Context: an optimization exercise on an open-source flow, tuned for small area and a short achievable clock period. The choices shown serve that exercise and are no tape-out recipe. No activity file was given, so power comes from the tool's default toggle rates.

==> run a <==
Design prt_scaler_krnl_n, start of the top module:
module prt_scaler_krnl_n #(
  parameter int P_PPC   = 4,
  parameter int P_BPC   = 8,
  parameter int P_TAPS  = 4,
  parameter int P_LINES = 2,
  parameter int P_WIN   = 5,
  parameter int P_CBW   = 8,
  localparam int SELW   = $clog2(P_LINES * P_WIN),
  localparam int ADRW   = ($clog2(P_PPC) < 1) ? 1 : $clog2(P_PPC)
) (
  input  logic                              CLK_IN,
  input  logic                              RST_IN,
  input  logic                              AGNT_DE_IN,
  input  logic                              BYPASS_IN,
  input  logic [P_LINES*P_WIN*P_BPC-1:0]    SLW_DAT_IN,
  input  logic [P_PPC*P_TAPS*SELW-1:0]      MUX_SEL_IN,
  input  logic                              COEF_WR_IN,
  input  logic [ADRW-1:0]                   COEF_ADR_IN,
  input  logic [P_TAPS*P_CBW-1:0]           COEF_DAT_IN,
  input  logic                              COEF_UPD_IN,
  output logic                              COEF_PEND_OUT,
  output logic [P_PPC*P_BPC-1:0]            VID_DAT_OUT,
  output logic                              VID_DE_OUT
);
Settings: LEC_CHECK=0, CAP_MARGIN=20, CORE_MARGIN=2, CORE_UTILIZATION=40, SETUP_SLACK_MARGIN=3.4, SLEW_MARGIN=20; clock period 6.0 ns.
standard.sh (not shown) runs the stock make flow with config.mk's settings and CLKGATE_MAP_FILE= SYNTH_SCRIPT=/design/flow/synth_recipe.tcl, a recipe that flattens the netlist after the stock synthesis.
==> flow/flow/run.sh <==
#!/bin/bash
# Layout flow: the standard synthesis, then fixinv.py, a netlist pass that
# removes the inverters Yosys's full-adder extraction leaves around the fa
# cells (a full adder is self-dual, so each one may work on complemented
# signals instead), then the standard layout from floorplan to finish.
# Each tool's output goes to a log file of its own in this folder.
set -euo pipefail
R=orfs/results/${FLOW_PLATFORM}/prt_scaler_krnl_n/base
LIB=${FLOW_HOME}/platforms/${FLOW_PLATFORM}/lib/sky130_fd_sc_hd__tt_025C_1v80.lib
bash standard.sh synth > synth.log 2>&1
cp "$R/1_2_yosys.v" yosys_standard.v
python3 flow/fixinv.py "$LIB" yosys_standard.v "$R/1_2_yosys.v" > fixinv.log 2>&1
rm -f "$R/1_synth.odb" "$R/1_synth.sdc"
bash standard.sh > layout.log 2>&1
Other scripts of this flow, unchanged in this note and not shown: flow/flow/fixinv.py
==> run b (differences from run a) <==
--- a/flow/design.v
+++ b/flow/design.v
@@ -548,86 +548,122 @@
   wire l1_s443 = l1_s421 ^ l1_s423 ^ l1_c386;
   wire l1_c444 = (l1_s421 & l1_s423) | (l1_s421 & l1_c386) | (l1_s423 & l1_c386);
   wire l1_s445 = l1_s425 ^ l1_c388 ^ l1_c390;
   wire l1_c446 = (l1_s425 & l1_c388) | (l1_s425 & l1_c390) | (l1_c388 & l1_c390);
   wire l1_s447 = l1_s427 ^ l1_c394 ^ l1_c426;
   wire l1_c448 = (l1_s427 & l1_c394) | (l1_s427 & l1_c426) | (l1_c394 & l1_c426);
   wire l1_s449 = l1_s399 ^ l1_c398 ^ l1_c430;
   wire l1_c450 = (l1_s399 & l1_c398) | (l1_s399 & l1_c430) | (l1_c398 & l1_c430);
-  wire l1_s451 = l1_s433 ^ l1_c404 ^ l1_c432;
-  wire l1_c452 = (l1_s433 & l1_c404) | (l1_s433 & l1_c432) | (l1_c404 & l1_c432);
-  wire l1_s453 = l1_s435 ^ l1_c406 ^ l1_c434;
-  wire l1_c454 = (l1_s435 & l1_c406) | (l1_s435 & l1_c434) | (l1_c406 & l1_c434);
-  wire l1_s455 = l1_s437 ^ l1_c408 ^ l1_c436;
-  wire l1_c456 = (l1_s437 & l1_c408) | (l1_s437 & l1_c436) | (l1_c408 & l1_c436);
-  wire l1_s457 = l1_s439 ^ l1_c412 ^ l1_c438;
-  wire l1_c458 = (l1_s439 & l1_c412) | (l1_s439 & l1_c438) | (l1_c412 & l1_c438);
-  wire l1_s459 = l1_s441 ^ l1_c416 ^ l1_c440;
-  wire l1_c460 = (l1_s441 & l1_c416) | (l1_s441 & l1_c440) | (l1_c416 & l1_c440);
-  wire l1_s461 = l1_s443 ^ l1_c418 ^ l1_c420;
-  wire l1_c462 = (l1_s443 & l1_c418) | (l1_s443 & l1_c420) | (l1_c418 & l1_c420);
-  wire l1_s463 = l1_s445 ^ l1_c422 ^ l1_c424;
-  wire l1_c464 = (l1_s445 & l1_c422) | (l1_s445 & l1_c424) | (l1_c422 & l1_c424);
-  wire l1_s465 = l1_s429 ^ l1_c428 ^ l1_c448;
-  wire l1_c466 = (l1_s429 & l1_c428) | (l1_s429 & l1_c448) | (l1_c428 & l1_c448);
-  wire l1_s467 = r2[90] ^ l1_c400 ^ l1_c450;
-  wire l1_c468 = (r2[90] & l1_c400) | (r2[90] & l1_c450) | (l1_c400 & l1_c450);
-  logic [30:0] r3;
+  logic [39:0] r3;
   always_ff @(posedge CLK_IN) begin
     r3[0] <= r2[0];
     r3[1] <= r2[1];
     r3[2] <= r2[2];
     r3[3] <= r2[3];
     r3[4] <= r2[4];
     r3[5] <= l1_s349;
     r3[6] <= l1_s401;
     r3[7] <= l1_s431;
-    r3[8] <= l1_s451;
-    r3[9] <= l1_s453;
-    r3[10] <= l1_c452;
-    r3[11] <= l1_s455;
-    r3[12] <= l1_c454;
-    r3[13] <= l1_s457;
-    r3[14] <= l1_c456;
-    r3[15] <= l1_s459;
-    r3[16] <= l1_c458;
-    r3[17] <= l1_s461;
-    r3[18] <= l1_c442;
-    r3[19] <= l1_c460;
-    r3[20] <= l1_s463;
-    r3[21] <= l1_c444;
-    r3[22] <= l1_c462;
-    r3[23] <= l1_s447;
-    r3[24] <= l1_c446;
-    r3[25] <= l1_c464;
-    r3[26] <= l1_s465;
-    r3[27] <= l1_s449;
-    r3[28] <= l1_c466;
-    r3[29] <= l1_s467;
-    r3[30] <= l1_c468;
+    r3[8] <= l1_s433;
+    r3[9] <= l1_c404;
+    r3[10] <= l1_c432;
+    r3[11] <= l1_s435;
+    r3[12] <= l1_c406;
+    r3[13] <= l1_c434;
+    r3[14] <= l1_s437;
+    r3[15] <= l1_c408;
+    r3[16] <= l1_c436;
+    r3[17] <= l1_s439;
+    r3[18] <= l1_c412;
+    r3[19] <= l1_c438;
+    r3[20] <= l1_s441;
+    r3[21] <= l1_c416;
+    r3[22] <= l1_c440;
+    r3[23] <= l1_s443;
+    r3[24] <= l1_c418;
+    r3[25] <= l1_c420;
+    r3[26] <= l1_c442;
+    r3[27] <= l1_s445;
+    r3[28] <= l1_c422;
+    r3[29] <= l1_c424;
+    r3[30] <= l1_c444;
+    r3[31] <= l1_s447;
+    r3[32] <= l1_c446;
+    r3[33] <= l1_s429;
+    r3[34] <= l1_c428;
+    r3[35] <= l1_c448;
+    r3[36] <= l1_s449;
+    r3[37] <= r2[90];
+    r3[38] <= l1_c400;
+    r3[39] <= l1_c450;
   end
-  wire l2_s469 = r3[17] ^ r3[18] ^ r3[19];
-  wire l2_c470 = (r3[17] & r3[18]) | (r3[17] & r3[19]) | (r3[18] & r3[19]);
-  wire l2_s471 = r3[20] ^ r3[21] ^ r3[22];
-  wire l2_c472 = (r3[20] & r3[21]) | (r3[20] & r3[22]) | (r3[21] & r3[22]);
-  wire l2_s473 = r3[23] ^ r3[24] ^ r3[25];
-  wire l2_c474 = (r3[23] & r3[24]) | (r3[23] & r3[25]) | (r3[24] & r3[25]);
-  wire [18:0] cpa_a = {1'b0, r3[30], r3[29], r3[27], r3[26], l2_s473, l2_s471, l2_s469, r3[15], r3[13], r3[11], r3[9], r3[8], r3[7], r3[6], r3[5], r3[3], r3[2], r3[0]};
-  wire [18:0] cpa_b = {1'b0, 1'b0, 1'b0, r3[28], l2_c474, l2_c472, l2_c470, 1'b0, r3[16], r3[14], r3[12], r3[10], 1'b0, 1'b0, 1'b0, 1'b0, r3[4], 1'b0, r3[1]};
+  wire l2_s451 = r3[8] ^ r3[9] ^ r3[10];
+  wire l2_c452 = (r3[8] & r3[9]) | (r3[8] & r3[10]) | (r3[9] & r3[10]);
+  wire l2_s453 = r3[11] ^ r3[12] ^ r3[13];
+  wire l2_c454 = (r3[11] & r3[12]) | (r3[11] & r3[13]) | (r3[12] & r3[13]);
+  wire l2_s455 = r3[14] ^ r3[15] ^ r3[16];
+  wire l2_c456 = (r3[14] & r3[15]) | (r3[14] & r3[16]) | (r3[15] & r3[16]);
+  wire l2_s457 = r3[17] ^ r3[18] ^ r3[19];
+  wire l2_c458 = (r3[17] & r3[18]) | (r3[17] & r3[19]) | (r3[18] & r3[19]);
+  wire l2_s459 = r3[20] ^ r3[21] ^ r3[22];
+  wire l2_c460 = (r3[20] & r3[21]) | (r3[20] & r3[22]) | (r3[21] & r3[22]);
+  wire l2_s461 = r3[23] ^ r3[24] ^ r3[25];
+  wire l2_c462 = (r3[23] & r3[24]) | (r3[23] & r3[25]) | (r3[24] & r3[25]);
+  wire l2_s463 = r3[27] ^ r3[28] ^ r3[29];
+  wire l2_c464 = (r3[27] & r3[28]) | (r3[27] & r3[29]) | (r3[28] & r3[29]);
+  wire l2_s465 = r3[33] ^ r3[34] ^ r3[35];
+  wire l2_c466 = (r3[33] & r3[34]) | (r3[33] & r3[35]) | (r3[34] & r3[35]);
+  wire l2_s467 = r3[37] ^ r3[38] ^ r3[39];
+  wire l2_c468 = (r3[37] & r3[38]) | (r3[37] & r3[39]) | (r3[38] & r3[39]);
+  wire l2_s469 = l2_s461 ^ r3[26] ^ l2_c460;
+  wire l2_c470 = (l2_s461 & r3[26]) | (l2_s461 & l2_c460) | (r3[26] & l2_c460);
+  wire l2_s471 = l2_s463 ^ r3[30] ^ l2_c462;
+  wire l2_c472 = (l2_s463 & r3[30]) | (l2_s463 & l2_c462) | (r3[30] & l2_c462);
+  wire l2_s473 = r3[31] ^ r3[32] ^ l2_c464;
+  wire l2_c474 = (r3[31] & r3[32]) | (r3[31] & l2_c464) | (r3[32] & l2_c464);
+  logic [27:0] r4;
+  always_ff @(posedge CLK_IN) begin
+    r4[0] <= r3[0];
+    r4[1] <= r3[1];
+    r4[2] <= r3[2];
+    r4[3] <= r3[3];
+    r4[4] <= r3[4];
+    r4[5] <= r3[5];
+    r4[6] <= r3[6];
+    r4[7] <= r3[7];
+    r4[8] <= l2_s451;
+    r4[9] <= l2_s453;
+    r4[10] <= l2_c452;
+    r4[11] <= l2_s455;
+    r4[12] <= l2_c454;
+    r4[13] <= l2_s457;
+    r4[14] <= l2_c456;
+    r4[15] <= l2_s459;
+    r4[16] <= l2_c458;
+    r4[17] <= l2_s469;
+    r4[18] <= l2_s471;
+    r4[19] <= l2_c470;
+    r4[20] <= l2_s473;
+    r4[21] <= l2_c472;
+    r4[22] <= l2_s465;
+    r4[23] <= l2_c474;
+    r4[24] <= r3[36];
+    r4[25] <= l2_c466;
+    r4[26] <= l2_s467;
+    r4[27] <= l2_c468;
+  end
+  wire [18:0] cpa_a = {1'b0, r4[27], r4[26], r4[24], r4[22], r4[20], r4[18], r4[17], r4[15], r4[13], r4[11], r4[9], r4[8], r4[7], r4[6], r4[5], r4[3], r4[2], r4[0]};
+  wire [18:0] cpa_b = {1'b0, 1'b0, 1'b0, r4[25], r4[23], r4[21], r4[19], 1'b0, r4[16], r4[14], r4[12], r4[10], 1'b0, 1'b0, 1'b0, 1'b0, r4[4], 1'b0, r4[1]};
   wire [18:0] sum = cpa_a + cpa_b;
   wire sat = |sum[18:16];
   wire [7:0] pix_c = sat ? 8'hff : sum[15:8];
-  logic [7:0] r4;
-  always_ff @(posedge CLK_IN) begin
-    r4 <= pix_c;
-  end
   logic [7:0] r5;
   always_ff @(posedge CLK_IN) begin
-    r5 <= r4;
+    r5 <= pix_c;
   end
   assign pix_dat = r5;
 endmodule
 module prt_scaler_krnl_n #(
   parameter int P_PPC   = 4,
   parameter int P_BPC   = 8,
   parameter int P_TAPS  = 4,
   parameter int P_LINES = 2,
SETUP_SLACK_MARGIN = not set   (was 3.4)
==> run summary <==
Against run a, the clock-buffer cell count of run b is higher by 31.
In run a the routed wire length is higher than in run b, by about 0.54%.
Of run b and run a, run a has the higher non-clock buffer count (gap 14).
Of run b and run a, run b has the higher total power (gap about 7%, measured against run a).
In run a the first-iteration DRC count is smaller than in run b, by about 6%.
Against run a, the sequential share of layout area of run b is higher by 1.9 points.
Between run b and run a, the lower cell area is in run a (gap 4.1%, measured against run a).
==> figures <==
item	run b	run a
Result of the run	no timing/DRC/antenna violations	no timing/DRC/antenna violations
Pin count of the biggest net entering global routing	104	96
Sequential power	9.79 mW	8.72 mW
Met3 demand-to-capacity share in global routing	6.57%	4.95%
Worst setup path start	SLW_DAT_IN[54]	SLW_DAT_IN[15]
Cell with the largest stage delay on the worst path	sky130_fd_sc_hd__clkdlybuf4s50_1	sky130_fd_sc_hd__dlygate4sd2_1
Pre-CTS setup slack	1.99 ns	2.01 ns
Worst-case clock skew	0.0323 ns	0.0467 ns
Fraction of layout instances using a drive strength above 1	10.7%	11.0%
Via count of the first global-routing pass	41,756	41,340
Worst hold slack after final layout	0.325 ns	0.319 ns
Initial antenna violation count	80	38
Nets in the synthesized netlist	5,990	5,846
Multi-input gate area in the final layout	38,700 um2	38,700 um2
X dimension of the die	407 um	400 um
Met3 routed wirelength	20.8 mm	18.0 mm
Function was not checked in any run of this note: the RTL went through the layout flow alone.

## port drivers added, routing unchanged
The results above use ideal ports. As a check the final layouts listed here were re-extracted and re-timed, cells and wires unchanged.
Step 1 (the two cells are an assumption about what drives the block):
set clk [get_ports {CLK_IN}]
set_driving_cell -lib_cell sky130_fd_sc_hd__clkbuf_16 $clk
set_driving_cell -lib_cell sky130_fd_sc_hd__buf_2 [delete_from_list [all_inputs] $clk]
Step 2, shift: input delay + t, output delay - t, t = (earliest + latest rising clock arrival at the registers) / 2. This alone moves slack from input paths to output paths.
Three values: ideal, step 1, step 2; two values: the first two.
run	t, ns	setup WS [ns]	hold WS [ns]	worst setup path at the end	cell pins on the clock port's net
run a	0.802	3.367 / 3.306 / 2.504	0.319 / 0.319 / 0.319	input to register	1
run b	0.809	3.005 / 3.057 / 2.247	0.325 / 0.325 / 0.325	input to register	1
After both steps setup and hold are still met in every run listed. The setup slack of run a, which loses most, moves by -0.061 ns with the drivers and by -0.863 ns with both steps.
